Background: an optimization exercise with open tools, aiming at small area and a short achievable clock period. Do not read the settings as production practice. In this exercise RTL edits were held to simulation tests only and were not proved equivalent to the original. Power and IR drop assume default switching activity.

Setup of job 920:
==> flow/design.v (excerpt) <==
module cpu6_mmu
(
    input  logic        clock,
    input  logic        reset,
    input  logic [55:0] micro_in,
    input  logic [7:0]  data_in,
    output logic [18:0] address,
    output logic        write_en,
    output logic [7:0]  data_out
);
Size in the first run: ~4500 flip-flops, roughly 94 I/O pins, roughly 170000 um2 of cells after synthesis.
clock: 8.0 ns
lec_check: 0
cap_margin: 20
core_margin: 2
core_utilization: 55
cts_cluster_diameter: 100
cts_cluster_size: 25
setup_slack_margin: 4.5
slew_margin: 20
tns_end_percent: 5
standard.sh (not shown) runs the stock make flow with config.mk's settings and CLKGATE_MAP_FILE= SYNTH_SCRIPT=/design/flow/synth_recipe.tcl, a recipe that flattens the netlist after the stock synthesis.
==> flow/flow/run.sh <==
#!/bin/bash
# Standard layout, with slow stacked-OR/NOR cells (4-input OR/NOR, 3-input OR/NOR and the
# wide AOI/OAI cells) added to the platform's don't-use list, so that synthesis builds the
# wide register-file and page-table read trees from faster cells. Flip-flop mapping is
# unaffected (no sequential cell is excluded). The delay cells are excluded too, so the port
# buffers are ordinary buffers that timing repair can resize. Output is logged in this folder.
set -euo pipefail
PLATFORM_DONT_USE="sky130_fd_sc_hd__probe_p_8 sky130_fd_sc_hd__probec_p_8 sky130_fd_sc_hd__lpflow_bleeder_1 sky130_fd_sc_hd__lpflow_clkbufkapwr_1 sky130_fd_sc_hd__lpflow_clkbufkapwr_16 sky130_fd_sc_hd__lpflow_clkbufkapwr_2 sky130_fd_sc_hd__lpflow_clkbufkapwr_4 sky130_fd_sc_hd__lpflow_clkbufkapwr_8 sky130_fd_sc_hd__lpflow_clkinvkapwr_1 sky130_fd_sc_hd__lpflow_clkinvkapwr_16 sky130_fd_sc_hd__lpflow_clkinvkapwr_2 sky130_fd_sc_hd__lpflow_clkinvkapwr_4 sky130_fd_sc_hd__lpflow_clkinvkapwr_8 sky130_fd_sc_hd__lpflow_decapkapwr_12 sky130_fd_sc_hd__lpflow_decapkapwr_3 sky130_fd_sc_hd__lpflow_decapkapwr_4 sky130_fd_sc_hd__lpflow_decapkapwr_6 sky130_fd_sc_hd__lpflow_decapkapwr_8 sky130_fd_sc_hd__lpflow_inputiso0n_1 sky130_fd_sc_hd__lpflow_inputiso0p_1 sky130_fd_sc_hd__lpflow_inputiso1n_1 sky130_fd_sc_hd__lpflow_inputiso1p_1 sky130_fd_sc_hd__lpflow_inputisolatch_1 sky130_fd_sc_hd__lpflow_isobufsrc_1 sky130_fd_sc_hd__lpflow_isobufsrc_16 sky130_fd_sc_hd__lpflow_isobufsrc_2 sky130_fd_sc_hd__lpflow_isobufsrc_4 sky130_fd_sc_hd__lpflow_isobufsrc_8 sky130_fd_sc_hd__lpflow_isobufsrckapwr_16 sky130_fd_sc_hd__lpflow_lsbuf_lh_hl_isowell_tap_1 sky130_fd_sc_hd__lpflow_lsbuf_lh_hl_isowell_tap_2 sky130_fd_sc_hd__lpflow_lsbuf_lh_hl_isowell_tap_4 sky130_fd_sc_hd__lpflow_lsbuf_lh_isowell_4 sky130_fd_sc_hd__lpflow_lsbuf_lh_isowell_tap_1 sky130_fd_sc_hd__lpflow_lsbuf_lh_isowell_tap_2 sky130_fd_sc_hd__lpflow_lsbuf_lh_isowell_tap_4"
SLOW_CELLS="sky130_fd_sc_hd__or4_1 sky130_fd_sc_hd__or4_2 sky130_fd_sc_hd__or4_4 sky130_fd_sc_hd__nor4_1 sky130_fd_sc_hd__nor4_2 sky130_fd_sc_hd__nor4_4 sky130_fd_sc_hd__or4b_1 sky130_fd_sc_hd__or4b_2 sky130_fd_sc_hd__or4b_4 sky130_fd_sc_hd__or4bb_1 sky130_fd_sc_hd__or4bb_2 sky130_fd_sc_hd__or4bb_4 sky130_fd_sc_hd__nor4b_1 sky130_fd_sc_hd__nor4b_2 sky130_fd_sc_hd__nor4b_4 sky130_fd_sc_hd__nor4bb_1 sky130_fd_sc_hd__nor4bb_2 sky130_fd_sc_hd__nor4bb_4 sky130_fd_sc_hd__a2111o_1 sky130_fd_sc_hd__a2111o_2 sky130_fd_sc_hd__a2111o_4 sky130_fd_sc_hd__a2111oi_0 sky130_fd_sc_hd__a2111oi_1 sky130_fd_sc_hd__a2111oi_2 sky130_fd_sc_hd__a2111oi_4 sky130_fd_sc_hd__o2111a_1 sky130_fd_sc_hd__o2111a_2 sky130_fd_sc_hd__o2111a_4 sky130_fd_sc_hd__o2111ai_1 sky130_fd_sc_hd__o2111ai_2 sky130_fd_sc_hd__o2111ai_4 sky130_fd_sc_hd__or3_1 sky130_fd_sc_hd__or3_2 sky130_fd_sc_hd__or3_4 sky130_fd_sc_hd__nor3_1 sky130_fd_sc_hd__nor3_2 sky130_fd_sc_hd__nor3_4 sky130_fd_sc_hd__o311a_1 sky130_fd_sc_hd__o311ai_0 sky130_fd_sc_hd__o41a_1 sky130_fd_sc_hd__o41ai_1 sky130_fd_sc_hd__a41o_1 sky130_fd_sc_hd__a41oi_1 sky130_fd_sc_hd__clkdlybuf4s15_1 sky130_fd_sc_hd__clkdlybuf4s15_2 sky130_fd_sc_hd__clkdlybuf4s18_1 sky130_fd_sc_hd__clkdlybuf4s18_2 sky130_fd_sc_hd__clkdlybuf4s25_1 sky130_fd_sc_hd__clkdlybuf4s25_2 sky130_fd_sc_hd__clkdlybuf4s50_1 sky130_fd_sc_hd__clkdlybuf4s50_2 sky130_fd_sc_hd__dlygate4sd1_1 sky130_fd_sc_hd__dlygate4sd2_1 sky130_fd_sc_hd__dlygate4sd3_1 sky130_fd_sc_hd__dlymetal6s2s_1 sky130_fd_sc_hd__dlymetal6s4s_1 sky130_fd_sc_hd__dlymetal6s6s_1 "
bash standard.sh DONT_USE_CELLS="$PLATFORM_DONT_USE $SLOW_CELLS" finish > layout.log 2>&1
Input changes introduced in job 8060 (baseline for comparison: job 920):
-- flow/config.mk --
<<< job 920, line 8
export CAP_MARGIN = 20
export CORE_MARGIN = 2
export CORE_UTILIZATION = 55
export CTS_CLUSTER_DIAMETER = 100
export CTS_CLUSTER_SIZE = 25
export SETUP_SLACK_MARGIN = 4.5
>>> job 8060, line 8
export CAP_MARGIN = 20
export CORE_MARGIN = 2
export CORE_UTILIZATION = 58
export CTS_CLUSTER_DIAMETER = 90
export CTS_CLUSTER_SIZE = 25
export SETUP_SLACK_MARGIN = 4.5
Findings:
Every run in the comparison, job 920 and job 8060, completed the flow with a clean layout.
Job 8060 vs. job 920: sequential share of layout area up 0.24 points, overall die height decreased 2.6%, total net switching power fell by 0.82%, overall power consumption roughly the same, headroom to the max-slew limit has remained practically unchanged.

## static timing again, ports no longer ideal
In the flow no input, the clock included, has a driving cell. The finished layouts below were timed again as built, in two steps.
Step 1 sets driving cells, clkbuf_16 on the clock port and buf_2 on the other inputs (assumed; they add their load-dependent delay and slew).
Step 2 adds t to the input delays and takes it off the output delays; t is the mean of the earliest and latest rising clock arrival at the registers after step 1. Input paths then give back, and output paths get back, about the clock's delay inside the block.
Three values: ideal ports, drivers, drivers and shift; two values: the first two.
run | shift t [ns] | setup slack, ns | latest minus earliest clock arrival (ns)
job 920 | 1.037 | 4.177 / 4.177 / 4.177 | 0.058 / 0.058
job 8060 | 1.051 | 4.065 / 4.065 / 4.065 | 0.060 / 0.059
After both steps setup and hold are still met in every run listed.
